This is an optimization exercise on Yosys and OpenROAD, whose aim is a short achievable clock period and few clock cycles per item, not a production implementation. In this exercise RTL edits were held to simulation tests only and were not proved equivalent to the original. Power is estimated from default activity; no workload was simulated.

==> config.mk <==
export PLATFORM = sky130hd
export DESIGN_NAME = lc4_core
export DESIGN_NICKNAME = lc4_core
export VERILOG_FILES = /design/flow/design.v
export SDC_FILE = /design/flow/constraint.sdc
export NUM_CORES = 4
export LEC_CHECK = 0
export CAP_MARGIN = 20
export CORE_MARGIN = 2
export CORE_UTILIZATION = 40
export PLACE_DENSITY = 0.6
export SLEW_MARGIN = 20
export TNS_END_PERCENT = 100
==> constraint.sdc <==
create_clock -name core_clock -period 8.2 [get_ports {gwe}]
set_input_delay 1.6400 -clock core_clock [delete_from_list [all_inputs] [get_ports {gwe}]]
set_output_delay 1.6400 -clock core_clock [all_outputs]
set_load 0.01 [all_outputs]
==> design.v <==
`timescale 1ns/1ps
package lc4_pkg;
    parameter int XLEN = 16;
    typedef logic [XLEN-1:0] word_t;
    typedef logic [2:0]      reg_idx_t;
    typedef logic [2:0]      nzp_t;
    typedef word_t           imm_t;
    localparam nzp_t NZP_NEG  = 3'b100;
    localparam nzp_t NZP_ZERO = 3'b010;
    localparam nzp_t NZP_POS  = 3'b001;
    typedef enum logic [3:0] {
        OPC_ARITH   = 4'b0001,
        OPC_LOGIC   = 4'b0101,
        OPC_CONST   = 4'b1001,
        OPC_HICONST = 4'b1101
    } opcode_e;
    typedef enum logic [3:0] {
        ALU_ADD,
        ALU_SUB,
        ALU_MUL,
        ALU_ADDI,
        ALU_AND,
        ALU_OR,
        ALU_XOR,
        ALU_NOT,
        ALU_ANDI,
        ALU_CONST,
        ALU_HICONST,
        ALU_NOP
    } alu_op_e;
endpackage
`timescale 1ns/1ps
module lc4_regfile
(
    input  logic     gwe,
    input  logic     i_arst_n,
    input  lc4_pkg::reg_idx_t i_rs,
    input  lc4_pkg::reg_idx_t i_rt,
    output lc4_pkg::word_t    o_rs_data,
    output lc4_pkg::word_t    o_rt_data,
    input  logic     i_we,
    input  lc4_pkg::reg_idx_t i_wsel,
    input  lc4_pkg::word_t    i_wdata
);
    lc4_pkg::word_t regs [8];
    assign o_rs_data = regs[i_rs];
    assign o_rt_data = regs[i_rt];
    always_ff @(posedge gwe or negedge i_arst_n) begin
        if (!i_arst_n) begin
            for (int i = 0; i < 8; i++) begin
                regs[i] <= '0;
            end
        end else if (i_we) begin
            regs[i_wsel] <= i_wdata;
        end
    end
endmodule
`timescale 1ns/1ps
module lc4_decode
(
    input  lc4_pkg::word_t    i_insn,
    output lc4_pkg::reg_idx_t o_rd,
    output lc4_pkg::reg_idx_t o_rs,
    output lc4_pkg::reg_idx_t o_rt,
    output logic     o_we,
    output logic     o_use_s,
    output logic     o_use_t,
    output logic     o_is_mul,
    output logic     o_is_add,
    output logic     o_sub,
    output logic     o_imm_b,
    output logic [7:0] o_lut,
    output lc4_pkg::word_t    o_imm
);
    logic [3:0] opc;
    logic [2:0] sub_op;
    assign opc    = i_insn[15:12];
    assign sub_op = i_insn[5:3];
    always_comb begin
        o_rd     = i_insn[11:9];
        o_rs     = i_insn[8:6];
        o_rt     = i_insn[2:0];
        o_we     = 1'b0;
        o_use_s  = 1'b0;
        o_use_t  = 1'b0;
        o_is_mul = 1'b0;
        o_is_add = 1'b0;
        o_sub    = 1'b0;
        o_imm_b  = 1'b0;
        o_lut    = 8'h00;
        o_imm    = {{11{i_insn[4]}}, i_insn[4:0]};
        case (opc)
            4'b0001: begin
                o_use_s = 1'b1;
                if (sub_op[2]) begin
                    o_we     = 1'b1;
                    o_is_add = 1'b1;
                    o_imm_b  = 1'b1;
                end else begin
                    case (sub_op[1:0])
                        2'b00: begin o_we = 1'b1; o_is_add = 1'b1; o_use_t = 1'b1; end
                        2'b01: begin o_we = 1'b1; o_is_mul = 1'b1; o_use_t = 1'b1; end
                        2'b10: begin o_we = 1'b1; o_is_add = 1'b1; o_use_t = 1'b1; o_sub = 1'b1; end
                        default: o_use_s = 1'b0;
                    endcase
                end
            end
            4'b0101: begin
                o_we    = 1'b1;
                o_use_s = 1'b1;
                if (sub_op[2]) begin
                    o_imm_b = 1'b1;
                    o_lut   = 8'h88;
                end else begin
                    case (sub_op[1:0])
                        2'b00: begin o_use_t = 1'b1; o_lut = 8'h88; end
                        2'b01: begin o_lut = 8'h33; end
                        2'b10: begin o_use_t = 1'b1; o_lut = 8'hEE; end
                        default: begin o_use_t = 1'b1; o_lut = 8'h66; end
                    endcase
                end
            end
            4'b1001: begin
                o_we    = 1'b1;
                o_imm_b = 1'b1;
                o_lut   = 8'hAA;
                o_imm   = {{7{i_insn[8]}}, i_insn[8:0]};
            end
            4'b1101: begin
                o_we    = 1'b1;
                o_use_s = 1'b1;
                o_rs    = i_insn[11:9];
                o_imm_b = 1'b1;
                o_lut   = 8'hAC;
                o_imm   = {i_insn[7:0], 8'h00};
            end
            default: ;
        endcase
    end
endmodule
`timescale 1ns/1ps
module insn_queue
#(
    parameter int DEPTH = 8,
    parameter int W     = 16
) (
    input  logic         gwe,
    input  logic         i_arst_n,
    input  logic         i_push,
    input  logic [W-1:0] i_data,
    input  logic         i_pop,
    output logic         o_empty,
    output logic [W-1:0] o_head
);
    localparam int PTR_W = $clog2(DEPTH);
    logic [W-1:0] mem [DEPTH];
    logic [PTR_W-1:0] wr_ptr;
    logic [PTR_W-1:0] rd_ptr;
    logic             wr_lap;
    logic             rd_lap;
    assign o_empty = (wr_ptr == rd_ptr) & (wr_lap == rd_lap);
    assign o_head  = mem[rd_ptr];
    always_ff @(posedge gwe) begin
        if (i_push) begin
            mem[wr_ptr] <= i_data;
        end
    end
    always_ff @(posedge gwe or negedge i_arst_n) begin
        if (!i_arst_n) begin
            wr_ptr <= '0;
            rd_ptr <= '0;
            wr_lap <= 1'b0;
            rd_lap <= 1'b0;
        end else begin
            if (i_push) begin
                if (wr_ptr == PTR_W'(DEPTH - 1)) begin
                    wr_ptr <= '0;
                    wr_lap <= ~wr_lap;
                end else begin
                    wr_ptr <= wr_ptr + 1'b1;
                end
            end
            if (i_pop) begin
                if (rd_ptr == PTR_W'(DEPTH - 1)) begin
                    rd_ptr <= '0;
                    rd_lap <= ~rd_lap;
                end else begin
                    rd_ptr <= rd_ptr + 1'b1;
                end
            end
        end
    end
endmodule
`timescale 1ns/1ps
module lc4_mul_s1 (
    input  logic [15:0] a,
    input  logic [15:0] b,
    output logic [54:0] cs
);
    wire one0 = b[0] ^ 1'b0;
    wire two0 = (b[1] & ~b[0] & ~1'b0) | (~b[1] & b[0] & 1'b0);
    wire neg0 = b[1];
    wire [15:0] an0 = a ^ {16{neg0}};
    wire pp0_0 = (one0 & an0[0]) | (two0 & neg0) | (~one0 & ~two0 & neg0);
    wire pp0_1 = (one0 & an0[1]) | (two0 & an0[0]) | (~one0 & ~two0 & neg0);
    wire pp0_2 = (one0 & an0[2]) | (two0 & an0[1]) | (~one0 & ~two0 & neg0);
    wire pp0_3 = (one0 & an0[3]) | (two0 & an0[2]) | (~one0 & ~two0 & neg0);
    wire pp0_4 = (one0 & an0[4]) | (two0 & an0[3]) | (~one0 & ~two0 & neg0);
    wire pp0_5 = (one0 & an0[5]) | (two0 & an0[4]) | (~one0 & ~two0 & neg0);
    wire pp0_6 = (one0 & an0[6]) | (two0 & an0[5]) | (~one0 & ~two0 & neg0);
    wire pp0_7 = (one0 & an0[7]) | (two0 & an0[6]) | (~one0 & ~two0 & neg0);
    wire pp0_8 = (one0 & an0[8]) | (two0 & an0[7]) | (~one0 & ~two0 & neg0);
    wire pp0_9 = (one0 & an0[9]) | (two0 & an0[8]) | (~one0 & ~two0 & neg0);
    wire pp0_10 = (one0 & an0[10]) | (two0 & an0[9]) | (~one0 & ~two0 & neg0);
    wire pp0_11 = (one0 & an0[11]) | (two0 & an0[10]) | (~one0 & ~two0 & neg0);
    wire pp0_12 = (one0 & an0[12]) | (two0 & an0[11]) | (~one0 & ~two0 & neg0);
    wire pp0_13 = (one0 & an0[13]) | (two0 & an0[12]) | (~one0 & ~two0 & neg0);
    wire pp0_14 = (one0 & an0[14]) | (two0 & an0[13]) | (~one0 & ~two0 & neg0);
    wire pp0_15 = (one0 & an0[15]) | (two0 & an0[14]) | (~one0 & ~two0 & neg0);
    wire one1 = b[2] ^ b[1];
    wire two1 = (b[3] & ~b[2] & ~b[1]) | (~b[3] & b[2] & b[1]);
    wire neg1 = b[3];
    wire [15:0] an1 = a ^ {16{neg1}};
    wire pp1_0 = (one1 & an1[0]) | (two1 & neg1) | (~one1 & ~two1 & neg1);
    wire pp1_1 = (one1 & an1[1]) | (two1 & an1[0]) | (~one1 & ~two1 & neg1);
    wire pp1_2 = (one1 & an1[2]) | (two1 & an1[1]) | (~one1 & ~two1 & neg1);
    wire pp1_3 = (one1 & an1[3]) | (two1 & an1[2]) | (~one1 & ~two1 & neg1);
    wire pp1_4 = (one1 & an1[4]) | (two1 & an1[3]) | (~one1 & ~two1 & neg1);
    wire pp1_5 = (one1 & an1[5]) | (two1 & an1[4]) | (~one1 & ~two1 & neg1);
    wire pp1_6 = (one1 & an1[6]) | (two1 & an1[5]) | (~one1 & ~two1 & neg1);
    wire pp1_7 = (one1 & an1[7]) | (two1 & an1[6]) | (~one1 & ~two1 & neg1);
    wire pp1_8 = (one1 & an1[8]) | (two1 & an1[7]) | (~one1 & ~two1 & neg1);
    wire pp1_9 = (one1 & an1[9]) | (two1 & an1[8]) | (~one1 & ~two1 & neg1);
    wire pp1_10 = (one1 & an1[10]) | (two1 & an1[9]) | (~one1 & ~two1 & neg1);
    wire pp1_11 = (one1 & an1[11]) | (two1 & an1[10]) | (~one1 & ~two1 & neg1);
    wire pp1_12 = (one1 & an1[12]) | (two1 & an1[11]) | (~one1 & ~two1 & neg1);
    wire pp1_13 = (one1 & an1[13]) | (two1 & an1[12]) | (~one1 & ~two1 & neg1);
    wire one2 = b[4] ^ b[3];
    wire two2 = (b[5] & ~b[4] & ~b[3]) | (~b[5] & b[4] & b[3]);
    wire neg2 = b[5];
    wire [15:0] an2 = a ^ {16{neg2}};
    wire pp2_0 = (one2 & an2[0]) | (two2 & neg2) | (~one2 & ~two2 & neg2);
    wire pp2_1 = (one2 & an2[1]) | (two2 & an2[0]) | (~one2 & ~two2 & neg2);
    wire pp2_2 = (one2 & an2[2]) | (two2 & an2[1]) | (~one2 & ~two2 & neg2);
    wire pp2_3 = (one2 & an2[3]) | (two2 & an2[2]) | (~one2 & ~two2 & neg2);
    wire pp2_4 = (one2 & an2[4]) | (two2 & an2[3]) | (~one2 & ~two2 & neg2);
    wire pp2_5 = (one2 & an2[5]) | (two2 & an2[4]) | (~one2 & ~two2 & neg2);
    wire pp2_6 = (one2 & an2[6]) | (two2 & an2[5]) | (~one2 & ~two2 & neg2);
    wire pp2_7 = (one2 & an2[7]) | (two2 & an2[6]) | (~one2 & ~two2 & neg2);
    wire pp2_8 = (one2 & an2[8]) | (two2 & an2[7]) | (~one2 & ~two2 & neg2);
    wire pp2_9 = (one2 & an2[9]) | (two2 & an2[8]) | (~one2 & ~two2 & neg2);
    wire pp2_10 = (one2 & an2[10]) | (two2 & an2[9]) | (~one2 & ~two2 & neg2);
    wire pp2_11 = (one2 & an2[11]) | (two2 & an2[10]) | (~one2 & ~two2 & neg2);
    wire one3 = b[6] ^ b[5];
    wire two3 = (b[7] & ~b[6] & ~b[5]) | (~b[7] & b[6] & b[5]);
    wire neg3 = b[7];
    wire [15:0] an3 = a ^ {16{neg3}};
    wire pp3_0 = (one3 & an3[0]) | (two3 & neg3) | (~one3 & ~two3 & neg3);
    wire pp3_1 = (one3 & an3[1]) | (two3 & an3[0]) | (~one3 & ~two3 & neg3);
    wire pp3_2 = (one3 & an3[2]) | (two3 & an3[1]) | (~one3 & ~two3 & neg3);
    wire pp3_3 = (one3 & an3[3]) | (two3 & an3[2]) | (~one3 & ~two3 & neg3);
    wire pp3_4 = (one3 & an3[4]) | (two3 & an3[3]) | (~one3 & ~two3 & neg3);
    wire pp3_5 = (one3 & an3[5]) | (two3 & an3[4]) | (~one3 & ~two3 & neg3);
    wire pp3_6 = (one3 & an3[6]) | (two3 & an3[5]) | (~one3 & ~two3 & neg3);
    wire pp3_7 = (one3 & an3[7]) | (two3 & an3[6]) | (~one3 & ~two3 & neg3);
    wire pp3_8 = (one3 & an3[8]) | (two3 & an3[7]) | (~one3 & ~two3 & neg3);
    wire pp3_9 = (one3 & an3[9]) | (two3 & an3[8]) | (~one3 & ~two3 & neg3);
    wire one4 = b[8] ^ b[7];
    wire two4 = (b[9] & ~b[8] & ~b[7]) | (~b[9] & b[8] & b[7]);
    wire neg4 = b[9];
    wire [15:0] an4 = a ^ {16{neg4}};
    wire pp4_0 = (one4 & an4[0]) | (two4 & neg4) | (~one4 & ~two4 & neg4);
    wire pp4_1 = (one4 & an4[1]) | (two4 & an4[0]) | (~one4 & ~two4 & neg4);
    wire pp4_2 = (one4 & an4[2]) | (two4 & an4[1]) | (~one4 & ~two4 & neg4);
    wire pp4_3 = (one4 & an4[3]) | (two4 & an4[2]) | (~one4 & ~two4 & neg4);
    wire pp4_4 = (one4 & an4[4]) | (two4 & an4[3]) | (~one4 & ~two4 & neg4);
    wire pp4_5 = (one4 & an4[5]) | (two4 & an4[4]) | (~one4 & ~two4 & neg4);
    wire pp4_6 = (one4 & an4[6]) | (two4 & an4[5]) | (~one4 & ~two4 & neg4);
    wire pp4_7 = (one4 & an4[7]) | (two4 & an4[6]) | (~one4 & ~two4 & neg4);
    wire one5 = b[10] ^ b[9];
    wire two5 = (b[11] & ~b[10] & ~b[9]) | (~b[11] & b[10] & b[9]);
    wire neg5 = b[11];
    wire [15:0] an5 = a ^ {16{neg5}};
    wire pp5_0 = (one5 & an5[0]) | (two5 & neg5) | (~one5 & ~two5 & neg5);
    wire pp5_1 = (one5 & an5[1]) | (two5 & an5[0]) | (~one5 & ~two5 & neg5);
    wire pp5_2 = (one5 & an5[2]) | (two5 & an5[1]) | (~one5 & ~two5 & neg5);
    wire pp5_3 = (one5 & an5[3]) | (two5 & an5[2]) | (~one5 & ~two5 & neg5);
    wire pp5_4 = (one5 & an5[4]) | (two5 & an5[3]) | (~one5 & ~two5 & neg5);
    wire pp5_5 = (one5 & an5[5]) | (two5 & an5[4]) | (~one5 & ~two5 & neg5);
    wire one6 = b[12] ^ b[11];
    wire two6 = (b[13] & ~b[12] & ~b[11]) | (~b[13] & b[12] & b[11]);
    wire neg6 = b[13];
    wire [15:0] an6 = a ^ {16{neg6}};
    wire pp6_0 = (one6 & an6[0]) | (two6 & neg6) | (~one6 & ~two6 & neg6);
    wire pp6_1 = (one6 & an6[1]) | (two6 & an6[0]) | (~one6 & ~two6 & neg6);
    wire pp6_2 = (one6 & an6[2]) | (two6 & an6[1]) | (~one6 & ~two6 & neg6);
    wire pp6_3 = (one6 & an6[3]) | (two6 & an6[2]) | (~one6 & ~two6 & neg6);
    wire one7 = b[14] ^ b[13];
    wire two7 = (b[15] & ~b[14] & ~b[13]) | (~b[15] & b[14] & b[13]);
    wire neg7 = b[15];
    wire [15:0] an7 = a ^ {16{neg7}};
    wire pp7_0 = (one7 & an7[0]) | (two7 & neg7) | (~one7 & ~two7 & neg7);
    wire pp7_1 = (one7 & an7[1]) | (two7 & an7[0]) | (~one7 & ~two7 & neg7);
    wire s1 = pp0_10 ^ pp1_8;
    wire k2 = pp0_10 & pp1_8;
    wire s3 = pp0_11 ^ pp1_9;
    wire k4 = pp0_11 & pp1_9;
    wire s5 = pp0_12 ^ pp1_10 ^ pp2_8;
    wire k6 = (pp0_12 & pp1_10) | (pp0_12 & pp2_8) | (pp1_10 & pp2_8);
    wire s7 = pp3_6 ^ pp4_4;
    wire k8 = pp3_6 & pp4_4;
    wire s9 = pp0_13 ^ pp1_11 ^ pp2_9;
    wire k10 = (pp0_13 & pp1_11) | (pp0_13 & pp2_9) | (pp1_11 & pp2_9);
    wire s11 = pp3_7 ^ pp4_5;
    wire k12 = pp3_7 & pp4_5;
    wire s13 = pp0_14 ^ pp1_12 ^ pp2_10;
    wire k14 = (pp0_14 & pp1_12) | (pp0_14 & pp2_10) | (pp1_12 & pp2_10);
    wire s15 = pp3_8 ^ pp4_6 ^ pp5_4;
    wire k16 = (pp3_8 & pp4_6) | (pp3_8 & pp5_4) | (pp4_6 & pp5_4);
    wire s17 = pp6_2 ^ pp7_0;
    wire k18 = pp6_2 & pp7_0;
    wire s19 = pp0_15 ^ pp1_13 ^ pp2_11;
    wire s20 = pp3_9 ^ pp4_7 ^ pp5_5;
    wire s21 = pp6_3 ^ pp7_1;
    wire s22 = pp0_6 ^ pp1_4;
    wire k23 = pp0_6 & pp1_4;
    wire s24 = pp0_7 ^ pp1_5;
    wire k25 = pp0_7 & pp1_5;
    wire s26 = pp0_8 ^ pp1_6 ^ pp2_4;
    wire k27 = (pp0_8 & pp1_6) | (pp0_8 & pp2_4) | (pp1_6 & pp2_4);
    wire s28 = pp3_2 ^ pp4_0;
    wire k29 = pp3_2 & pp4_0;
    wire s30 = pp0_9 ^ pp1_7 ^ pp2_5;
    wire k31 = (pp0_9 & pp1_7) | (pp0_9 & pp2_5) | (pp1_7 & pp2_5);
    wire s32 = pp3_3 ^ pp4_1;
    wire k33 = pp3_3 & pp4_1;
    wire s34 = s1 ^ pp2_6 ^ pp3_4;
    wire k35 = (s1 & pp2_6) | (s1 & pp3_4) | (pp2_6 & pp3_4);
    wire s36 = pp4_2 ^ pp5_0 ^ neg5;
    wire k37 = (pp4_2 & pp5_0) | (pp4_2 & neg5) | (pp5_0 & neg5);
    wire s38 = s3 ^ pp2_7 ^ pp3_5;
    wire k39 = (s3 & pp2_7) | (s3 & pp3_5) | (pp2_7 & pp3_5);
    wire s40 = pp4_3 ^ pp5_1 ^ k2;
    wire k41 = (pp4_3 & pp5_1) | (pp4_3 & k2) | (pp5_1 & k2);
    wire s42 = s5 ^ s7 ^ pp5_2;
    wire k43 = (s5 & s7) | (s5 & pp5_2) | (s7 & pp5_2);
    wire s44 = pp6_0 ^ neg6 ^ k4;
    wire k45 = (pp6_0 & neg6) | (pp6_0 & k4) | (neg6 & k4);
    wire s46 = s9 ^ s11 ^ pp5_3;
    wire k47 = (s9 & s11) | (s9 & pp5_3) | (s11 & pp5_3);
    wire s48 = pp6_1 ^ k6 ^ k8;
    wire k49 = (pp6_1 & k6) | (pp6_1 & k8) | (k6 & k8);
    wire s50 = s13 ^ s15 ^ s17;
    wire k51 = (s13 & s15) | (s13 & s17) | (s15 & s17);
    wire s52 = neg7 ^ k10 ^ k12;
    wire k53 = (neg7 & k10) | (neg7 & k12) | (k10 & k12);
    wire s54 = s19 ^ s20 ^ s21;
    wire s55 = k14 ^ k16 ^ k18;
    assign cs[0] = pp0_0;
    assign cs[1] = neg0;
    assign cs[2] = pp0_1;
    assign cs[3] = pp0_2;
    assign cs[4] = pp1_0;
    assign cs[5] = neg1;
    assign cs[6] = pp0_3;
    assign cs[7] = pp1_1;
    assign cs[8] = pp0_4;
    assign cs[9] = pp1_2;
    assign cs[10] = pp2_0;
    assign cs[11] = neg2;
    assign cs[12] = pp0_5;
    assign cs[13] = pp1_3;
    assign cs[14] = pp2_1;
    assign cs[15] = s22;
    assign cs[16] = pp2_2;
    assign cs[17] = pp3_0;
    assign cs[18] = neg3;
    assign cs[19] = s24;
    assign cs[20] = pp2_3;
    assign cs[21] = pp3_1;
    assign cs[22] = k23;
    assign cs[23] = s26;
    assign cs[24] = s28;
    assign cs[25] = neg4;
    assign cs[26] = k25;
    assign cs[27] = s30;
    assign cs[28] = s32;
    assign cs[29] = k27;
    assign cs[30] = k29;
    assign cs[31] = s34;
    assign cs[32] = s36;
    assign cs[33] = k31;
    assign cs[34] = k33;
    assign cs[35] = s38;
    assign cs[36] = s40;
    assign cs[37] = k35;
    assign cs[38] = k37;
    assign cs[39] = s42;
    assign cs[40] = s44;
    assign cs[41] = k39;
    assign cs[42] = k41;
    assign cs[43] = s46;
    assign cs[44] = s48;
    assign cs[45] = k43;
    assign cs[46] = k45;
    assign cs[47] = s50;
    assign cs[48] = s52;
    assign cs[49] = k47;
    assign cs[50] = k49;
    assign cs[51] = s54;
    assign cs[52] = s55;
    assign cs[53] = k51;
    assign cs[54] = k53;
endmodule
module lc4_mul_s2 (
    input  logic [54:0] cs,
    output logic [15:0] p
);
    wire s1 = cs[8] ^ cs[9];
    wire k2 = cs[8] & cs[9];
    wire s3 = cs[12] ^ cs[13];
    wire k4 = cs[12] & cs[13];
    wire s5 = cs[15] ^ cs[16] ^ cs[17];
    wire k6 = (cs[15] & cs[16]) | (cs[15] & cs[17]) | (cs[16] & cs[17]);
    wire s7 = cs[19] ^ cs[20] ^ cs[21];
    wire k8 = (cs[19] & cs[20]) | (cs[19] & cs[21]) | (cs[20] & cs[21]);
    wire s9 = cs[23] ^ cs[24] ^ cs[25];
    wire k10 = (cs[23] & cs[24]) | (cs[23] & cs[25]) | (cs[24] & cs[25]);
    wire s11 = cs[27] ^ cs[28] ^ cs[29];
    wire k12 = (cs[27] & cs[28]) | (cs[27] & cs[29]) | (cs[28] & cs[29]);
    wire s13 = cs[31] ^ cs[32] ^ cs[33];
    wire k14 = (cs[31] & cs[32]) | (cs[31] & cs[33]) | (cs[32] & cs[33]);
    wire s15 = cs[35] ^ cs[36] ^ cs[37];
    wire k16 = (cs[35] & cs[36]) | (cs[35] & cs[37]) | (cs[36] & cs[37]);
    wire s17 = cs[39] ^ cs[40] ^ cs[41];
    wire k18 = (cs[39] & cs[40]) | (cs[39] & cs[41]) | (cs[40] & cs[41]);
    wire s19 = cs[43] ^ cs[44] ^ cs[45];
    wire k20 = (cs[43] & cs[44]) | (cs[43] & cs[45]) | (cs[44] & cs[45]);
    wire s21 = cs[47] ^ cs[48] ^ cs[49];
    wire k22 = (cs[47] & cs[48]) | (cs[47] & cs[49]) | (cs[48] & cs[49]);
    wire s23 = cs[51] ^ cs[52] ^ cs[53];
    wire s24 = cs[3] ^ cs[4];
    wire k25 = cs[3] & cs[4];
    wire s26 = cs[6] ^ cs[7];
    wire k27 = cs[6] & cs[7];
    wire s28 = s1 ^ cs[10] ^ cs[11];
    wire k29 = (s1 & cs[10]) | (s1 & cs[11]) | (cs[10] & cs[11]);
    wire s30 = s3 ^ cs[14] ^ k2;
    wire k31 = (s3 & cs[14]) | (s3 & k2) | (cs[14] & k2);
    wire s32 = s5 ^ cs[18] ^ k4;
    wire k33 = (s5 & cs[18]) | (s5 & k4) | (cs[18] & k4);
    wire s34 = s7 ^ cs[22] ^ k6;
    wire k35 = (s7 & cs[22]) | (s7 & k6) | (cs[22] & k6);
    wire s36 = s9 ^ cs[26] ^ k8;
    wire k37 = (s9 & cs[26]) | (s9 & k8) | (cs[26] & k8);
    wire s38 = s11 ^ cs[30] ^ k10;
    wire k39 = (s11 & cs[30]) | (s11 & k10) | (cs[30] & k10);
    wire s40 = s13 ^ cs[34] ^ k12;
    wire k41 = (s13 & cs[34]) | (s13 & k12) | (cs[34] & k12);
    wire s42 = s15 ^ cs[38] ^ k14;
    wire k43 = (s15 & cs[38]) | (s15 & k14) | (cs[38] & k14);
    wire s44 = s17 ^ cs[42] ^ k16;
    wire k45 = (s17 & cs[42]) | (s17 & k16) | (cs[42] & k16);
    wire s46 = s19 ^ cs[46] ^ k18;
    wire k47 = (s19 & cs[46]) | (s19 & k18) | (cs[46] & k18);
    wire s48 = s21 ^ cs[50] ^ k20;
    wire k49 = (s21 & cs[50]) | (s21 & k20) | (cs[50] & k20);
    wire s50 = s23 ^ cs[54] ^ k22;
    wire [15:0] r0 = {s50, s48, s46, s44, s42, s40, s38, s36, s34, s32, s30, s28, s26, s24, cs[2], cs[0]};
    wire [15:0] r1 = {k49, k47, k45, k43, k41, k39, k37, k35, k33, k31, k29, k27, k25, cs[5], 1'b0, cs[1]};
    assign p = r0 + r1;
endmodule
`timescale 1ns/1ps
module lc4_core
#(
    parameter int CAP = 7
) (
    input  logic     gwe,
    input  logic     i_arst_n,
    input  logic     i_insn_valid,
    input  lc4_pkg::word_t    i_insn,
    output logic     o_insn_ready,
    output logic     o_ret_valid,
    input  logic     i_ret_ready,
    output lc4_pkg::word_t    o_ret_insn,
    output logic     o_ret_we,
    output lc4_pkg::reg_idx_t o_ret_wsel,
    output lc4_pkg::word_t    o_ret_data,
    output lc4_pkg::nzp_t     o_ret_nzp
);
    localparam int CNT_W = $clog2(CAP) + 1;
    localparam int CS_W  = 55;
    logic             acc;
    logic             ret;
    logic [CNT_W-1:0] n_fl;
    logic [CNT_W-1:0] n_nx;
    logic             rdy_q;
    assign acc  = i_insn_valid & rdy_q;
    assign ret  = o_ret_valid & i_ret_ready;
    assign n_nx = n_fl + {{(CNT_W-1){1'b0}}, acc} - {{(CNT_W-1){1'b0}}, ret};
    assign o_insn_ready = rdy_q;
    always_ff @(posedge gwe or negedge i_arst_n) begin
        if (!i_arst_n) begin
            n_fl  <= '0;
            rdy_q <= 1'b1;
        end else begin
            n_fl  <= n_nx;
            rdy_q <= (n_nx < CNT_W'(CAP));
        end
    end
    logic           iq_empty;
    lc4_pkg::word_t iq_head;
    logic           iq_pop;
    insn_queue #(.DEPTH(CAP), .W(16)) u_iq (
        .gwe      (gwe),
        .i_arst_n (i_arst_n),
        .i_push   (acc),
        .i_data   (i_insn),
        .i_pop    (iq_pop),
        .o_empty  (iq_empty),
        .o_head   (iq_head)
    );
    logic              d_v;
    lc4_pkg::word_t    d_insn;
    lc4_pkg::reg_idx_t d_rs, d_rt;
    logic              d_we, d_use_s, d_use_t, d_is_mul, d_is_add, d_sub, d_imm_b;
    logic [7:0]        d_lut;
    lc4_pkg::word_t    d_imm;
    lc4_pkg::reg_idx_t q_rd, q_rs, q_rt;
    logic              q_we, q_use_s, q_use_t, q_is_mul, q_is_add, q_sub, q_imm_b;
    logic [7:0]        q_lut;
    lc4_pkg::word_t    q_imm;
    lc4_decode u_decode (
        .i_insn   (iq_head),
        .o_rd     (q_rd),
        .o_rs     (q_rs),
        .o_rt     (q_rt),
        .o_we     (q_we),
        .o_use_s  (q_use_s),
        .o_use_t  (q_use_t),
        .o_is_mul (q_is_mul),
        .o_is_add (q_is_add),
        .o_sub    (q_sub),
        .o_imm_b  (q_imm_b),
        .o_lut    (q_lut),
        .o_imm    (q_imm)
    );
    logic              x_v;
    lc4_pkg::word_t    x_insn;
    logic              x_we;       
    logic              x_mulw;     
    logic              x_sub;
    logic [7:0]        x_lut;
    logic              x_fa1, x_fa2, x_fa0, x_fb1, x_fb2, x_fb0;
    logic              x_ma1, x_ma2, x_ma0, x_mb1, x_mb2, x_mb0;
    logic              x_s00, x_s10, x_s01p, x_s01n, x_s20, x_s02p, x_s02n;
    logic              x_sd1, x_sd2, x_slog;
    lc4_pkg::word_t    x_a, x_b;
    logic              m_v;
    lc4_pkg::word_t    m_insn;
    logic              m_we;
    logic              m_is_mul;
    lc4_pkg::word_t    r1;
    logic [CS_W-1:0]   m_cs;
    logic              w_v;
    lc4_pkg::word_t    w_insn;
    logic              w_we;
    logic              w_mul;
    lc4_pkg::word_t    r2m;        
    lc4_pkg::word_t    r2a;        
    lc4_pkg::word_t    r2;         
    lc4_pkg::word_t    prod;
    logic hx_s, hm_s, hw_s, hx_t, hm_t, hw_t;
    assign hx_s = x_we & (x_insn[11:9] == d_rs);
    assign hm_s = m_we & (m_insn[11:9] == d_rs);
    assign hw_s = w_we & (w_insn[11:9] == d_rs);
    assign hx_t = x_we & (x_insn[11:9] == d_rt);
    assign hm_t = m_we & (m_insn[11:9] == d_rt);
    assign hw_t = w_we & (w_insn[11:9] == d_rt);
    logic fa1, fa2, fb1, fb2;
    assign fa1 = hx_s;
    assign fa2 = ~hx_s & hm_s & m_is_mul;
    assign fb1 = ~d_imm_b & hx_t;
    assign fb2 = ~d_imm_b & ~hx_t & hm_t & m_is_mul;
    logic stall;
    logic d_load;
    assign stall  = d_v & ((x_mulw & ((d_use_s & hx_s) | (d_use_t & hx_t))) |
                           (d_use_s & d_use_t & ((fa1 & fb2) | (fa2 & fb1))));
    assign d_load = ~d_v | ~stall;
    assign iq_pop = d_load & ~iq_empty;
    always_ff @(posedge gwe or negedge i_arst_n) begin
        if (!i_arst_n) begin
            d_v <= 1'b0;
        end else if (d_load) begin
            d_v <= ~iq_empty;
        end
    end
    always_ff @(posedge gwe) begin
        if (d_load) begin
            d_insn   <= iq_head;
            d_rs     <= q_rs;
            d_rt     <= q_rt;
            d_we     <= q_we;
            d_use_s  <= q_use_s;
            d_use_t  <= q_use_t;
            d_is_mul <= q_is_mul;
            d_is_add <= q_is_add;
            d_sub    <= q_sub;
            d_imm_b  <= q_imm_b;
            d_lut    <= q_lut;
            d_imm    <= q_imm;
        end
    end
    lc4_pkg::word_t rf_s, rf_t;
    lc4_regfile u_regfile (
        .gwe       (gwe),
        .i_arst_n  (i_arst_n),
        .i_rs      (d_rs),
        .i_rt      (d_rt),
        .o_rs_data (rf_s),
        .o_rt_data (rf_t),
        .i_we      (w_we),
        .i_wsel    (w_insn[11:9]),
        .i_wdata   (r2)
    );
    logic issue;
    assign issue = d_v & ~stall;
    always_ff @(posedge gwe or negedge i_arst_n) begin
        if (!i_arst_n) begin
            x_v    <= 1'b0;
            x_we   <= 1'b0;
            x_mulw <= 1'b0;
            m_v    <= 1'b0;
            m_we   <= 1'b0;
            w_v    <= 1'b0;
            w_we   <= 1'b0;
        end else begin
            x_v    <= issue;
            x_we   <= issue & d_we;
            x_mulw <= issue & d_is_mul;
            m_v    <= x_v;
            m_we   <= x_we;
            w_v    <= m_v;
            w_we   <= m_we;
        end
    end
    logic inv_a, inv_b;
    assign inv_a = d_sub & (fb1 | fb2);
    assign inv_b = d_sub & ~(fb1 | fb2);
    lc4_pkg::word_t rd_a, rd_b;
    assign rd_a = hm_s ? r1 : hw_s ? r2 : rf_s;
    assign rd_b = hm_t ? r1 : hw_t ? r2 : rf_t;
    always_ff @(posedge gwe) begin
        x_insn <= d_insn;
        x_sub  <= d_sub;
        x_lut  <= d_lut;
        x_fa1  <= fa1;
        x_fa2  <= fa2;
        x_fa0  <= ~fa1 & ~fa2;
        x_fb1  <= fb1;
        x_fb2  <= fb2;
        x_fb0  <= ~fb1 & ~fb2;
        x_ma1  <= d_is_mul & fa1;
        x_ma2  <= d_is_mul & fa2;
        x_ma0  <= d_is_mul & ~fa1 & ~fa2;
        x_mb1  <= d_is_mul & fb1;
        x_mb2  <= d_is_mul & fb2;
        x_mb0  <= d_is_mul & ~fb1 & ~fb2;
        x_s00  <= d_is_add & ~fa1 & ~fa2 & ~fb1 & ~fb2;
        x_s10  <= d_is_add &  fa1 & ~fb1 & ~fb2;
        x_s20  <= d_is_add &  fa2 & ~fb1 & ~fb2;
        x_s01p <= d_is_add & ~fa1 & ~fa2 & fb1 & ~d_sub;
        x_s01n <= d_is_add & ~fa1 & ~fa2 & fb1 &  d_sub;
        x_s02p <= d_is_add & ~fa1 & ~fa2 & fb2 & ~d_sub;
        x_s02n <= d_is_add & ~fa1 & ~fa2 & fb2 &  d_sub;
        x_sd1  <= d_is_add & fa1 & fb1 & ~d_sub;
        x_sd2  <= d_is_add & fa2 & fb2 & ~d_sub;
        x_slog <= ~d_is_add;
        x_a    <= rd_a ^ {16{inv_a}};
        x_b    <= d_imm_b ? d_imm : (rd_b ^ {16{inv_b}});
    end
    lc4_pkg::word_t ma, mb;
    lc4_pkg::word_t a, b, s00, s10, s01, s20, s02, lres, alu;
    logic [CS_W-1:0] cs;
    assign s00 = x_a + x_b + {15'd0, x_sub};
    assign s10 = r1 + x_b + {15'd0, x_sub};
    assign s20 = r2m + x_b + {15'd0, x_sub};
    assign s01 = x_a + r1;
    assign s02 = x_a + r2m;
    assign a = ({16{x_fa1}} & r1) | ({16{x_fa2}} & r2m) | ({16{x_fa0}} & x_a);
    assign b = ({16{x_fb1}} & r1) | ({16{x_fb2}} & r2m) | ({16{x_fb0}} & x_b);
    assign ma = ({16{x_ma1}} & r1) | ({16{x_ma2}} & r2m) | ({16{x_ma0}} & x_a);
    assign mb = ({16{x_mb1}} & r1) | ({16{x_mb2}} & r2m) | ({16{x_mb0}} & x_b);
    always_comb begin
        for (int i = 0; i < 16; i++) begin
            if (i < 8) begin
                lres[i] = (a[i] & b[i] & x_lut[3]) | (a[i] & ~b[i] & x_lut[2]) |
                          (~a[i] & b[i] & x_lut[1]) | (~a[i] & ~b[i] & x_lut[0]);
            end else begin
                lres[i] = (a[i] & b[i] & x_lut[7]) | (a[i] & ~b[i] & x_lut[6]) |
                          (~a[i] & b[i] & x_lut[5]) | (~a[i] & ~b[i] & x_lut[4]);
            end
        end
    end
    assign alu = ({16{x_s00}} & s00) | ({16{x_s10}} & s10) | ({16{x_s20}} & s20) |
                 ({16{x_s01p}} & s01) | ({16{x_s01n}} & ~s01) |
                 ({16{x_s02p}} & s02) | ({16{x_s02n}} & ~s02) |
                 ({16{x_sd1}} & {r1[14:0], 1'b0}) | ({16{x_sd2}} & {r2m[14:0], 1'b0}) |
                 ({16{x_slog}} & lres);
    lc4_mul_s1 u_mul1 (
        .a  (ma),
        .b  (mb),
        .cs (cs)
    );
    always_ff @(posedge gwe) begin
        m_insn   <= x_insn;
        m_is_mul <= x_mulw;
        r1       <= alu;
        m_cs     <= cs;
    end
    lc4_mul_s2 u_mul2 (
        .cs (m_cs),
        .p  (prod)
    );
    always_ff @(posedge gwe) begin
        w_insn <= m_insn;
        w_mul  <= m_is_mul;
        r2m    <= prod;
        r2a    <= r1;
    end
    assign r2 = w_mul ? r2m : r2a;
    localparam int QW = 16 + 1 + 16;
    logic [QW-1:0] w_rec;
    assign w_rec = {w_insn, w_we, r2};
    logic          oq_empty;
    logic [QW-1:0] oq_head;
    logic [QW-1:0] nx_rec;
    logic          out_free;
    logic          oq_pop;
    logic          oq_push;
    assign out_free = ~o_ret_valid | i_ret_ready;
    assign oq_pop   = out_free & ~oq_empty;
    assign oq_push  = w_v & ~(out_free & oq_empty);
    insn_queue #(.DEPTH(CAP - 1), .W(QW)) u_oq (
        .gwe      (gwe),
        .i_arst_n (i_arst_n),
        .i_push   (oq_push),
        .i_data   (w_rec),
        .i_pop    (oq_pop),
        .o_empty  (oq_empty),
        .o_head   (oq_head)
    );
    assign nx_rec = oq_empty ? w_rec : oq_head;
    always_ff @(posedge gwe or negedge i_arst_n) begin
        if (!i_arst_n) begin
            o_ret_valid <= 1'b0;
        end else if (out_free) begin
            o_ret_valid <= ~oq_empty | w_v;
        end
    end
    always_ff @(posedge gwe) begin
        if (out_free) begin
            {o_ret_insn, o_ret_we, o_ret_data} <= nx_rec;
            o_ret_nzp <= nx_rec[15] ? lc4_pkg::NZP_NEG :
                         (nx_rec[15:0] == 16'd0) ? lc4_pkg::NZP_ZERO : lc4_pkg::NZP_POS;
        end
    end
    assign o_ret_wsel = o_ret_insn[11:9];
endmodule
==> flow/run.sh <==
#!/bin/bash
set -euo pipefail
cd "$(dirname "$0")/.."
bash standard.sh SETUP_SLACK_MARGIN=7 finish > flow_make.log 2>&1
==> standard.sh <==
#!/bin/bash
# synth_recipe.tcl (not shown) runs the flow's synth.tcl, then flattens the netlist and writes it again
# the make line also repeats each setting of config.mk as NAME=value (left out here)
make -C /OpenROAD-flow-scripts/flow DESIGN_CONFIG=/design/flow/config.mk WORK_HOME=/design/flow/orfs CLKGATE_MAP_FILE= SYNTH_SCRIPT=/design/flow/synth_recipe.tcl "${@:-finish}"
==> impl_metrics.json, run 1 <==
{
  "drv_cap": 0,
  "slowest_stage": "fa_1",
  "die_x_microns": 314,
  "p_clk_share_pct": 16.3,
  "synthSimpleGateAreaFrac_pct": 10.1,
  "placed_cells": 4644,
  "synthFlopType": "edfxtp_1",
  "dieArea_sq_um": 98800,
  "synth_top_area_cell": "edfxtp_1",
  "cpMostUsedCell": "fa_1",
  "slowest_delay_ns": 0.52,
  "cts-htree-levels": 3,
  "worst-setup-path-type": "reg2reg",
  "syn_avg_cell_area_sq_um": 11.0,
  "synth_compound_area_share_pct": 16.0,
  "final_cells": 5456,
  "clock-skew-final_ns": 0.0318,
  "synthXorXnorAreaFrac_pct": 3.64,
  "io_buffers": 60,
  "critical_path.max_fanout": 4,
  "clk_path_buf_depth": 3,
  "reg2reg_slack_ns": 5.15,
  "synth_area_leaders": "edfxtp_1 (31%), dfxtp_1 (11%), dfrtp_1 (10%)",
  "combPwrFrac_pct": 54.7,
  "synth_top_family_by_area": "compound AO/OA/AOI/OAI gates",
  "period_minus_slack_ns": 3.05,
  "internal-power_mw": 14.5,
  "path_cells": "fa_1, inv_1, fa_1, inv_2, ha_4, nand3_2, nand2_1, a41o_1, o41ai_4, nor2_2, a2111oi_4, a21oi_2, xnor2_1",
  "drt_iter0_drc": 5037,
  "drive_above_1_share_pct": 42.9,
  "antenna_found_initial": 5,
  "grt_max_degree": 71,
  "synth_most_common_cell": "edfxtp_1",
  "drv_slew": 0,
  "cts_sinks": 766,
  "clk_latency_ns": 0.68,
  "detail_route.wirelength_mm": 157,
  "synthToLayoutAreaGrowth_pct": 47.9,
  "netlist-cell-type-count": 79,
  "grt_pass1_vias": 31700,
  "cts_root_buffer": "clkbuf_16",
  "core-area_sq_um": 95200,
  "p_leak_nw": 22.3,
  "grt_pass1_wl_mm": 207,
  "ir_drop_uv": 260,
  "ys_seq_area_share_pct": 52.1,
  "rows": 113,
  "numCtsBuffers": 85,
  "setup_violations": 0,
  "switching_share_pct": 41.7,
  "syn-instance-count": 3496,
  "drc_errors": 0,
  "vias_per_cell": 6.29,
  "avgRoutedWirePerCell_microns": 28.8,
  "switching_power_mw": 10.3,
  "via_count": 34300,
  "cts_hold_buffers": 0,
  "start_kind": "flip-flop",
  "dp_hpwl_mm": 75.0,
  "start_util_pct": 40.5,
  "synth_common_cells": "edfxtp_1 (394), nand2_1 (320), nor2_1 (270)",
  "io_pins": 61,
  "fillers": 6882,
  "synth_area_sq_um": 38500,
  "ys_ff_latch": 766,
  "synthAdderAreaFrac_pct": 6.08,
  "finalHoldViolations": 0,
  "async_reset_ff_share_pct": 20.6,
  "synth_mux_area_share_pct": 8.65,
  "synth_edf_count": 394,
  "cellPowerDensity_nw_per_um2": 436,
  "cts.reportedPaths.clkPinSlew_ns": 0.06,
  "maxSlewHeadroom_pct": 35.1,
  "min_path_type": "reg2reg",
  "cp.required_ns": 8.72,
  "grt.total_usage_pct": 27.9,
  "synth_warnings": 6,
  "finalCritPeriodShare_pct": 37.2,
  "outcome": "complete, no violations",
  "syn_nets": 3665,
  "die_h_microns": 314,
  "end_kind": "flip-flop",
  "place_congestion": 0.900,
  "cp.arrival_ns": 3.57,
  "fin_setup_tns_ns": 0,
  "regArea_sq_um": 20300,
  "grt_setup_unrepaired": "yes",
  "dr.pass1.iters": 12,
  "multi_input_area_sq_um": 21800,
  "cts_tree": "done",
  "seq_power_share_pct": 28.9,
  "tightestPinTransition_ns": 0.964,
  "grt-ovfl-total": 0,
  "drtAntennaViolNets": 0,
  "fmax_mhz": 328,
  "synth_top_cell_area_share_pct": 30.7,
  "nNetsFinal": 4285
}
[flip-flops by register name, indices dropped and copies added (netlist names), 55 cells and up]
name            count
m_cs               55
u_regfile.regs    128
u_oq.mem          198
u_iq.mem          112
[final timing paths]
kind,start,to,cells past startpoint
hold / removal,x_insn[6],m_insn[6],0
max in group asynchronous,i_arst_n,u_regfile.regs[4][6],2
min in group asynchronous,i_arst_n,u_oq.wr_ptr[2],1
setup reg to reg,m_cs[15],r2m[15],13
hold reg to reg,x_insn[6],m_insn[6],0
setup / recovery,m_cs[15],r2m[15],13
[cells by family (layout without fill, tap and decap cells)]
group,count (synthesis),count (layout)
AO/OA/AOI/OAI,951,951
XOR/XNOR,160,160
adder cells (fa/ha/maj),163,163
buffers and inverters,341,1015
flip-flops,766,766
multiplexers,253,253
other,0,2
AND/OR/NAND/NOR,862,881
[timing repair]
| action | in CTS | in global routing |
|---|---|---|
| pin swaps | 218 | 214 |
| cloned | 86 | 32 |
| setup endpoints to repair | 1177 | 1029 |
| gates resized for setup | 1152 | 451 |
| buffers inserted | 359 | 173 |
[layer usage]
layer | routed length (microns) | global-route usage [%] | vias to the layer above
met5 | 266 | 0 | -
met3 | 17400 | 6.75 | 753
met4 | 11200 | 14.0 | 10
met1 | 57200 | 35.7 | 16800
li1 | - | - | 14400
met2 | 70800 | 44.3 | 2342
[metrics by stage]
stage          hold slack [ns]  total power [mW]  util (%)  cell area (sq um)  setup slack (ns)
6_report                 0.324              24.8      59.9              57000              5.15
5_1_grt                  0.331              25.6      59.9              57000              5.03
3_5_place_dp             0.312              14.9      43.9              41800              3.73
4_1_cts                  0.326              22.1      55.4              52700              5.13
2_1_floorplan            0.310              12.6         -              41100              4.30
3_3_place_gp             0.310              14.8      43.9              41800              3.83
[final cells by class]
type | instances | share of cell area, %
clock inverter | 43 | 0.894
multi-input combinational | 2408 | 38.3
timing repair buffer | 756 | 17.3
tap | 1265 | 2.78
antenna | 2 | 0.00879
sequential | 766 | 35.6
inverter | 98 | 0.846
timing repair inverter | 1 | 0.0132
clock buffer | 117 | 4.24
[cell usage in the layout (no fill, tap or decap), types with 96 or more instances in the layout]
cell type,synthesis,final
a21oi_1,229,145
buf_12,0,111
buf_4,4,282
buf_6,0,186
clkbuf_16,0,113
dfrtp_1,157,146
dfxtp_1,214,140
edfxtp_1,394,394
mux2i_1,163,140
nand2_1,320,256
nor2_1,270,217
o21ai_1,2,96
[power by group through the flow]
stage	Sequential [mW]	Clock (mW)	Combinational, mW
2_1_floorplan	6.39	0	6.26
3_3_place_gp	7.10	0	7.74
3_5_place_dp	7.12	0	7.83
4_1_cts	7.00	4.04	11.0
5_1_grt	7.22	4.21	14.2
6_report	7.18	4.06	13.6
[worst max-delay path: cells and delay by family, from the launching register on]
kind	cells	cell delay (ns)
adder cells (fa/ha/maj)	3	1.23
flip-flops	1	0.32
AO/OA/AOI/OAI	4	0.93
XOR/XNOR	1	0.15
AND/OR/NAND/NOR	3	0.20
buffers and inverters	2	0.09
Testbench counts, summed over its fixed seeds: cycles 16,379, items 16,000.
==> run 2: changes to the inputs <==
--- a/design.v
+++ b/design.v
@@ -495,16 +495,16 @@
     logic [CNT_W-1:0] n_fl;
     logic [CNT_W-1:0] n_nx;
-    logic             rdy_q;
-    assign acc  = i_insn_valid & rdy_q;
+    logic             full_q;     
+    assign acc  = i_insn_valid & ~full_q;
     assign ret  = o_ret_valid & i_ret_ready;
     assign n_nx = n_fl + {{(CNT_W-1){1'b0}}, acc} - {{(CNT_W-1){1'b0}}, ret};
-    assign o_insn_ready = rdy_q;
+    assign o_insn_ready = ~full_q;
     always_ff @(posedge gwe or negedge i_arst_n) begin
         if (!i_arst_n) begin
-            n_fl  <= '0;
-            rdy_q <= 1'b1;
+            n_fl   <= '0;
+            full_q <= 1'b0;
         end else begin
-            n_fl  <= n_nx;
-            rdy_q <= (n_nx < CNT_W'(CAP));
+            n_fl   <= n_nx;
+            full_q <= (n_nx >= CNT_W'(CAP));
         end
     end
@@ -553,5 +553,5 @@
     logic [7:0]        x_lut;
     logic              x_fa1, x_fa2, x_fa0, x_fb1, x_fb2, x_fb0;
-    logic              x_ma1, x_ma2, x_ma0, x_mb1, x_mb2, x_mb0;
+    lc4_pkg::word_t    g_a1, g_a2, g_a0, g_b1, g_b2, g_b0;
     logic              x_s00, x_s10, x_s01p, x_s01n, x_s20, x_s02p, x_s02n;
     logic              x_sd1, x_sd2, x_slog;
@@ -571,4 +571,5 @@
     lc4_pkg::word_t    r2;         
     lc4_pkg::word_t    prod;
+    lc4_pkg::word_t    alu;
     logic hx_s, hm_s, hw_s, hx_t, hm_t, hw_t;
     assign hx_s = x_we & (x_insn[11:9] == d_rs);
@@ -661,10 +662,10 @@
         x_fb2  <= fb2;
         x_fb0  <= ~fb1 & ~fb2;
-        x_ma1  <= d_is_mul & fa1;
-        x_ma2  <= d_is_mul & fa2;
-        x_ma0  <= d_is_mul & ~fa1 & ~fa2;
-        x_mb1  <= d_is_mul & fb1;
-        x_mb2  <= d_is_mul & fb2;
-        x_mb0  <= d_is_mul & ~fb1 & ~fb2;
+        g_a1   <= alu  & {16{issue & d_is_mul & fa1}};
+        g_a2   <= prod & {16{issue & d_is_mul & fa2}};
+        g_a0   <= rd_a & {16{issue & d_is_mul & ~fa1 & ~fa2}};
+        g_b1   <= alu  & {16{issue & d_is_mul & fb1}};
+        g_b2   <= prod & {16{issue & d_is_mul & fb2}};
+        g_b0   <= rd_b & {16{issue & d_is_mul & ~fb1 & ~fb2}};
         x_s00  <= d_is_add & ~fa1 & ~fa2 & ~fb1 & ~fb2;
         x_s10  <= d_is_add &  fa1 & ~fb1 & ~fb2;
@@ -681,5 +682,5 @@
     end
     lc4_pkg::word_t ma, mb;
-    lc4_pkg::word_t a, b, s00, s10, s01, s20, s02, lres, alu;
+    lc4_pkg::word_t a, b, s00, s10, s01, s20, s02, lres;
     logic [CS_W-1:0] cs;
     assign s00 = x_a + x_b + {15'd0, x_sub};
@@ -690,6 +691,6 @@
     assign a = ({16{x_fa1}} & r1) | ({16{x_fa2}} & r2m) | ({16{x_fa0}} & x_a);
     assign b = ({16{x_fb1}} & r1) | ({16{x_fb2}} & r2m) | ({16{x_fb0}} & x_b);
-    assign ma = ({16{x_ma1}} & r1) | ({16{x_ma2}} & r2m) | ({16{x_ma0}} & x_a);
-    assign mb = ({16{x_mb1}} & r1) | ({16{x_mb2}} & r2m) | ({16{x_mb0}} & x_b);
+    assign ma = g_a1 | g_a2 | g_a0;
+    assign mb = g_b1 | g_b2 | g_b0;
     always_comb begin
         for (int i = 0; i < 16; i++) begin
==> run 2 against run 1 <==
Against the previous run: die area rose by 5.8%; global-route usage fell by 0.32 points; combinational power rose by 13%; final cell count rose by 6.3%; setup slack got worse by 0.071 ns; largest power group unchanged; largest cell class unchanged; sequential cell count rose by 90; first-iteration DRC count rose by 4.3%; routed wire length rose by 7.2%; highest routed layer unchanged.
==> impl_metrics.json, run 2 <==
{
  "netlist-cell-type-count": 91,
  "path_cells": "fa_1, inv_1, fa_1, inv_2, ha_4, a21oi_2, o221ai_1, a21o_1, a211oi_2, o31ai_2, a21oi_2, xnor2_2, buf_6, nor2_1",
  "top_register": "u_oq.mem",
  "ys_seq_area_share_pct": 53.6,
  "synthToLayoutAreaGrowth_pct": 53.1,
  "finalCritPeriodShare_pct": 38.0,
  "drive_above_1_share_pct": 47.9,
  "p_total_mw": 27.2,
  "core-area_sq_um": 101000,
  "final_cell_mix": "edfxtp_1 (394), buf_4 (251), dfxtp_1 (244)",
  "placed_cells": 4932,
  "hold_end": "w_insn[4]",
  "drv_cap": 0,
  "hold_start": "m_insn[4]",
  "ys_ff_latch": 856,
  "drtAntennaViolNets": 0,
  "cts_sinks": 856,
  "cts_hold_buffers": 0,
  "io_buffers": 60,
  "grt_setup_unrepaired": "yes",
  "critical_path.max_fanout": 3,
  "synthFlopType": "edfxtp_1",
  "antenna_found_initial": 2,
  "synth_edf_count": 394,
  "nNetsFinal": 4526,
  "r2r_end": "g_b2[15]",
  "timing.final.ws_setup_ns": 5.08,
  "cp.required_ns": 8.79,
  "grt_pass1_vias": 33600,
  "clk_path_buf_depth": 3,
  "finalHoldViolations": 0,
  "numCtsBuffers": 90,
  "synth_top_area_cell": "edfxtp_1",
  "post-route-util_pct": 61.6,
  "cts_root_buffer": "clkbuf_16",
  "drt_iter0_drc": 5255,
  "synth_common_cells": "edfxtp_1 (394), dfxtp_1 (304), nand2_1 (304)",
  "period_minus_slack_ns": 3.12,
  "route.met3.wl_mm": 21.0,
  "dpl_worst_slack_ns": 3.82,
  "synth_top_cell_area_share_pct": 29.0,
  "dpl-instance-area_sq_um": 44300,
  "outcome": "complete, no violations",
  "grt_max_degree": 71,
  "ir_drop_uv": 270,
  "syn_avg_cell_area_sq_um": 11.1,
  "rows": 117,
  "start_kind": "flip-flop",
  "dp_hpwl_mm": 77.0,
  "cts_tree": "done",
  "slowest_stage": "fa_1",
  "grt-ovfl-total": 0,
  "synth_warnings": 6,
  "routed.top_layer": "met5",
  "worst-setup-path-type": "reg2reg",
  "clk_latency_ns": 0.71,
  "start_util_pct": 40.2,
  "async_reset_ff_share_pct": 18.5,
  "slowest_delay_ns": 0.52,
  "maxSlewHeadroom_pct": 35.8,
  "vias_per_cell": 6.32,
  "end_kind": "flip-flop",
  "clock-skew-final_ns": 0.0431,
  "drc_errors": 0,
  "wl_met1_mm": 61.2,
  "final_area_sq_um": 62500,
  "worstHoldPathCells": 0,
  "setup_violations": 0,
  "tightestPinTransition_ns": 0.937,
  "dr.pass1.iters": 12,
  "cp.arrival_ns": 3.71,
  "mostFrequentLayoutCell": "edfxtp_1",
  "place_congestion": 0.958,
  "detail_route.wirelength_mm": 168,
  "die_h_microns": 323,
  "final_cells": 5800,
  "drv_slew": 0,
  "dieArea_sq_um": 105000,
  "syn-instance-count": 3672,
  "avgRoutedWirePerCell_microns": 29.0,
  "io_pins": 61,
  "antennaDiodeCount": 0,
  "wl_met2_mm": 74.8,
  "cp_top_family": "adder cells",
  "fin_hold_ws_ns": 0.314,
  "cellPowerDensity_nw_per_um2": 435,
  "reg2reg_depth": 14,
  "reg2reg_slack_ns": 5.08,
  "via_count": 36700,
  "grt_pass1_wl_mm": 216,
  "r2r-start": "m_cs[15]",
  "fin_setup_tns_ns": 0,
  "cts-htree-levels": 3,
  "synth_area_sq_um": 40800,
  "synth_most_common_cell": "edfxtp_1",
  "min_path_type": "reg2reg",
  "critPathBufInv": 3,
  "largest_register_ffs": 198,
  "grt.total_usage_pct": 27.6,
  "fmax_mhz": 321,
  "synth_area_leaders": "edfxtp_1 (29%), dfxtp_1 (15%), dfrtp_1 (9.7%)",
  "die_x_microns": 323,
  "largestRegisters": "u_oq.mem (198), u_regfile.regs (128), u_iq.mem (112)",
  "cts.reportedPaths.clkPinSlew_ns": 0.06,
  "syn_nets": 3841,
  "p_leak_nw": 24.3
}
run 2: cell types whose count changed after synthesis, sizes merged, moves of 27 or more:
cell    delta
dfxtp     +90
a21oi     +54
inv       +36
nor2      +30
o21ai     +30
and2      -29
a222oi    -28
or3       +28
clkbuf    -27
run 2: layout make-up:
type	instances	area, sq um
Clock buffer	135	2660
Clock inverter	32	359
Fill cell	6982	39000
Inverter	138	669
Multi-Input combinational cell	2474	24200
Sequential cell	856	22000
Tap cell	1368	1710
Timing Repair Buffer	795	10800
Timing Repair inverter	2	15.0
run 2: worst max path at each step:
stage / to / slack (ns) / cells after the start / from
finish: g_b2[15] / 5.08 / 14 / m_cs[15]
global route: g_b2[15] / 5.00 / 14 / m_cs[15]
CTS: g_b2[15] / 5.06 / 14 / m_cs[15]
detailed placement: u_oq.mem[2][13] / 3.82 / 7 / i_ret_ready
global placement: u_oq.mem[2][15] / 3.82 / 7 / i_ret_ready
floorplan: u_oq.mem[5][0] / 4.30 / 4 / i_ret_ready
run 2: cells by family after synthesis:
kind of cell,share of synthesized area (%)
compound gates,14.8
simple gates,10.3
flops,53.6
buf+inv,3.51
mux,8.81
xor+xnor,3.54
fa+ha+maj,5.40
run 2: worst register-to-register path: cells and delay by family (launching register included):
family	cells	cell delay, ns
XOR/XNOR	1	0.14
AND/OR/NAND/NOR	1	0.05
flip-flops	1	0.32
AO/OA/AOI/OAI	6	1.06
adder cells (fa/ha/maj)	3	1.22
buffers and inverters	3	0.24
run 2: routing by layer:
layer,global-route usage [%],vias to the layer above
li1,-,15000
met1,36.4,18000
met2,43.4,2774
met3,7.04,861
met4,11.1,6
met5,0,-
run 2: report_power, final:
part,internal (mW),switching [mW],total [mW]
sequential,6.11,1.51,7.63
combinational,7.23,8.09,15.3
clock,2.38,1.84,4.22
total,15.7,11.4,27.2
run 2: timing repair:
item / CTS / global route
pin swaps: 256 / 303
buffers inserted: 406 / 164
gates cloned: 104 / 27
resized for setup: 1309 / 735
setup endpoints to repair: 1264 / 1143
endpoints found under the hold margin: 0 / 0
Testbench counts of run 2, summed over its fixed seeds: cycles 16,379, items 16,000.
==> run 3: changes to the inputs <==
--- a/design.v
+++ b/design.v
@@ -550,8 +550,8 @@
     logic              x_we;       
     logic              x_mulw;     
-    logic              x_sub;
     logic [7:0]        x_lut;
     logic              x_fa1, x_fa2, x_fa0, x_fb1, x_fb2, x_fb0;
-    lc4_pkg::word_t    g_a1, g_a2, g_a0, g_b1, g_b2, g_b0;
+    lc4_pkg::word_t    g_a1, g_a0, g_b1, g_b0;
+    logic              x_ma2, x_mb2;    
     logic              x_s00, x_s10, x_s01p, x_s01n, x_s20, x_s02p, x_s02n;
     logic              x_sd1, x_sd2, x_slog;
@@ -654,5 +654,4 @@
     always_ff @(posedge gwe) begin
         x_insn <= d_insn;
-        x_sub  <= d_sub;
         x_lut  <= d_lut;
         x_fa1  <= fa1;
@@ -663,8 +662,8 @@
         x_fb0  <= ~fb1 & ~fb2;
         g_a1   <= alu  & {16{issue & d_is_mul & fa1}};
-        g_a2   <= prod & {16{issue & d_is_mul & fa2}};
+        x_ma2  <= issue & d_is_mul & fa2;
         g_a0   <= rd_a & {16{issue & d_is_mul & ~fa1 & ~fa2}};
         g_b1   <= alu  & {16{issue & d_is_mul & fb1}};
-        g_b2   <= prod & {16{issue & d_is_mul & fb2}};
+        x_mb2  <= issue & d_is_mul & fb2;
         g_b0   <= rd_b & {16{issue & d_is_mul & ~fb1 & ~fb2}};
         x_s00  <= d_is_add & ~fa1 & ~fa2 & ~fb1 & ~fb2;
@@ -679,18 +678,18 @@
         x_slog <= ~d_is_add;
         x_a    <= rd_a ^ {16{inv_a}};
-        x_b    <= d_imm_b ? d_imm : (rd_b ^ {16{inv_b}});
+        x_b    <= d_imm_b ? d_imm : inv_b ? (16'd0 - rd_b) : rd_b;
     end
     lc4_pkg::word_t ma, mb;
     lc4_pkg::word_t a, b, s00, s10, s01, s20, s02, lres;
     logic [CS_W-1:0] cs;
-    assign s00 = x_a + x_b + {15'd0, x_sub};
-    assign s10 = r1 + x_b + {15'd0, x_sub};
-    assign s20 = r2m + x_b + {15'd0, x_sub};
+    assign s00 = x_a + x_b;
+    assign s10 = r1 + x_b;
+    assign s20 = r2m + x_b;
     assign s01 = x_a + r1;
     assign s02 = x_a + r2m;
     assign a = ({16{x_fa1}} & r1) | ({16{x_fa2}} & r2m) | ({16{x_fa0}} & x_a);
     assign b = ({16{x_fb1}} & r1) | ({16{x_fb2}} & r2m) | ({16{x_fb0}} & x_b);
-    assign ma = g_a1 | g_a2 | g_a0;
-    assign mb = g_b1 | g_b2 | g_b0;
+    assign ma = g_a1 | ({16{x_ma2}} & r2m) | g_a0;
+    assign mb = g_b1 | ({16{x_mb2}} & r2m) | g_b0;
     always_comb begin
         for (int i = 0; i < 16; i++) begin
==> run 3 against run 2 <==
Against the previous run: still clean on timing, DRC and antenna; clock power rose by 4%; combinational power fell by 8%; sequential power fell by 2%; critical path depth fell by 4; power fell by 4.6%; sequential share of layout area fell by 0.53 points; die area fell by 0.61%; area after synthesis fell by 0.61%; largest cell class unchanged.
==> impl_metrics.json, run 3 <==
{
  "outcome": "complete, no violations",
  "switching_power_mw": 10.8,
  "syn_avg_cell_area_sq_um": 11.2,
  "combPwrFrac_pct": 54.3,
  "drtAntennaViolNets": 0,
  "synth_area_leaders": "edfxtp_1 (29%), dfxtp_1 (13%), dfrtp_1 (9.8%)",
  "rows": 116,
  "hold_start": "m_insn[13]",
  "cts_tree": "done",
  "grt_pass1_vias": 33600,
  "vias_per_cell": 6.33,
  "start_util_pct": 40.4,
  "grt_pass1_wl_mm": 218,
  "fillers": 7064,
  "synthToLayoutAreaGrowth_pct": 52.1,
  "synth_warnings": 6,
  "die_h_microns": 322,
  "finalHoldViolations": 0,
  "io_pins": 61,
  "clk_path_buf_depth": 3,
  "worst-setup-path-type": "reg2reg",
  "critical_path.max_fanout": 23,
  "core-area_sq_um": 100000,
  "dr.pass1.iters": 9,
  "period_minus_slack_ns": 3.30,
  "cts.reportedPaths.clkPinSlew_ns": 0.06,
  "maxSlewHeadroom_pct": 26.5,
  "p_clk_share_pct": 16.9,
  "post-route-util_pct": 61.5,
  "mostFrequentLayoutCell": "edfxtp_1",
  "p_leak_nw": 24.0,
  "grt.total_usage_pct": 27.9,
  "synth_edf_count": 394,
  "async_reset_ff_share_pct": 19.2,
  "final_cell_mix": "edfxtp_1 (394), buf_4 (272), buf_6 (215)",
  "grt_max_degree": 48,
  "drt_iter0_drc": 5124,
  "antenna_found_initial": 3,
  "ys_seq_area_share_pct": 52.4,
  "numCtsBuffers": 90,
  "top_register": "u_oq.mem",
  "via_count": 36200,
  "final_area_sq_um": 61700,
  "drive_above_1_share_pct": 48.3,
  "dp_hpwl_mm": 80.1,
  "tightestPinTransition_ns": 1.10,
  "synth_common_cells": "edfxtp_1 (394), nand2_1 (283), dfxtp_1 (273)",
  "fin_setup_tns_ns": 0,
  "drv_slew": 0,
  "cts_sinks": 825,
  "fmax_mhz": 303,
  "cp.arrival_ns": 3.91,
  "largestRegisters": "u_oq.mem (198), u_regfile.regs (128), u_iq.mem (112)",
  "place_congestion": 0.928,
  "end_kind": "flip-flop",
  "switching_share_pct": 41.6,
  "cts_root_buffer": "clkbuf_16",
  "io_buffers": 60,
  "nNetsFinal": 4447,
  "cts-htree-levels": 3,
  "start_kind": "flip-flop",
  "fin_hold_ws_ns": 0.320,
  "ir_drop_uv": 327,
  "min_path_type": "reg2reg",
  "grt-ovfl-total": 0,
  "internal-power_mw": 15.1,
  "dpl-instance-area_sq_um": 44300,
  "drv_cap": 0,
  "synth_top_cell_area_share_pct": 29.2,
  "syn_nets": 3801,
  "largest_register_ffs": 198,
  "synth_area_sq_um": 40500,
  "finalCritPeriodShare_pct": 40.2,
  "grt_setup_unrepaired": "yes",
  "synth_most_common_cell": "edfxtp_1",
  "clk_latency_ns": 0.70,
  "setup_violations": 0,
  "crit_path_start": "d_insn[0]",
  "synthFlopType": "edfxtp_1",
  "detail_route.wirelength_mm": 164,
  "avgRoutedWirePerCell_microns": 28.7,
  "die_x_microns": 322,
  "syn-instance-count": 3631,
  "cp.required_ns": 8.81,
  "clock-skew-final_ns": 0.0622,
  "r2r-start": "d_insn[0]",
  "seq_power_share_pct": 28.8,
  "cts_hold_buffers": 0,
  "ys_ff_latch": 825,
  "drc_errors": 0,
  "netlist-cell-type-count": 95,
  "cellPowerDensity_nw_per_um2": 420,
  "synth_top_area_cell": "edfxtp_1",
  "dieArea_sq_um": 104000
}
## run 3: cell types whose count changed after synthesis, moves of 25 or more
cell,change
nor2_1,-35
a211oi_1,+25
dfxtp_1,-31
a21oi_1,-46
o21ai_1,-32
mux2_2,+26
## run 3: cell type report
cell class	instances	area, sq um	share of cell area (%)
Clock buffer	126	2530	4.11
Clock inverter	43	643	1.04
Timing Repair Buffer	775	10100	16.4
Inverter	118	612	0.992
Multi-Input combinational cell	2467	24700	40.0
Antenna cell	2	5.00	0.00811
Sequential cell	825	21400	34.7
Tap cell	1357	1700	2.75
## run 3: worst paths after layout
check                                       end  slack (ns)  cells after the start
setup / recovery                        x_b[12]        4.90                     10
hold / removal                       w_insn[13]        0.32                      0
setup reg to reg                        x_b[12]        4.90                     10
hold reg to reg                      w_insn[13]        0.32                      0
max in group asynchronous           u_oq.rd_lap        7.00                      2
min in group asynchronous  u_regfile.regs[1][7]        0.83                      1
## run 3: kinds of logic (layout without fill, tap and decap cells)
logic type | after synthesis | count (layout) | share of synthesized area [%]
compound gates | 1011 | 1011 | 16.4
xor+xnor | 147 | 147 | 3.18
fa+ha+maj | 152 | 152 | 5.46
other cells | 0 | 2 | 0
buf+inv | 351 | 1062 | 3.55
mux | 274 | 274 | 8.92
flops | 825 | 825 | 52.4
simple gates | 871 | 883 | 10.1
## run 3: power by group through the flow
| stage | combinational (mW) | clock [mW] | sequential (mW) |
|---|---|---|---|
| finish | 14.1 | 4.37 | 7.47 |
| global route | 14.6 | 4.57 | 7.51 |
| CTS | 11.7 | 4.36 | 7.21 |
| detailed placement | 7.98 | 0 | 7.25 |
| global placement | 7.90 | 0 | 7.24 |
| floorplan | 6.20 | 0 | 6.59 |
## run 3: worst max-delay path: stages, from the launching register on
cell and delay [ns]:
edfxtp_1 0.38, buf_6 0.17, buf_16 0.19, or3_4 0.44
buf_4 0.16, nor2_1 0.52, o311ai_4 0.23, a211oi_4 0.40
nand2_1 0.15, or4_4 0.50, nand3_2 0.07
## run 3: stage by stage
| stage | instances | setup slack [ns] | total power, mW |
|---|---|---|---|
| final | 5713 | 4.90 | 25.9 |
| after global routing | 5711 | 4.91 | 26.7 |
| after CTS | 5540 | 5.14 | 23.3 |
| after detailed placement | 4874 | 4.17 | 15.2 |
| after global placement | 4873 | 3.83 | 15.1 |
| after floorplan | 3631 | 4.30 | 12.8 |
## run 3: what timing repair did
item	in CTS	in global routing
gates cloned	83	19
setup endpoints to repair	1236	1077
setup buffers	414	152
pin swaps	198	183
gates resized for setup	1304	667
## run 3: layer usage
layer  global-route usage (%)  wire length, microns
met1                     37.5                 62200
met3                     6.07                 18500
met2                     43.5                 73300
met4                     12.1                 10100
met5                        0                    18
Testbench counts of run 3, summed over its fixed seeds: cycles 16,379, items 16,000.

## afterwards: timing with drivers on the ports
How much do the figures lean on ideal ports? The routed layouts below were timed once more, with nothing changed but the port constraints. Step 1: set_driving_cell puts a clkbuf_16 on gwe and a buf_2 on each other input, an assumption about the parent block. Step 2 adds t to the input delays and takes it off the output delays; t is the mean of the earliest and latest rising clock arrival at the registers after step 1. Input paths then give back, and output paths get back, about the clock's delay inside the block. Three values: ideal ports, drivers, drivers and shift; two values: the first two.
run | t (ns) | setup slack, ns | clock arrival spread, ns | worst register clock-pin slew, ns | pins driven straight from the clock port
run 1 | 0.746 | 5.154 / 5.104 / 4.856 | 0.037 / 0.037 | 0.07 / 0.07 | 1
run 2 | 0.761 | 5.082 / 5.082 / 4.894 | 0.050 / 0.050 | 0.07 / 0.07 | 1
run 3 | 0.745 | 4.902 / 4.902 / 4.874 | 0.070 / 0.070 | 0.07 / 0.07 | 1
After both steps every run listed still meets setup and hold. The setup slack of run 1, which loses most, moves by -0.050 ns with the drivers and by -0.298 ns with both steps.
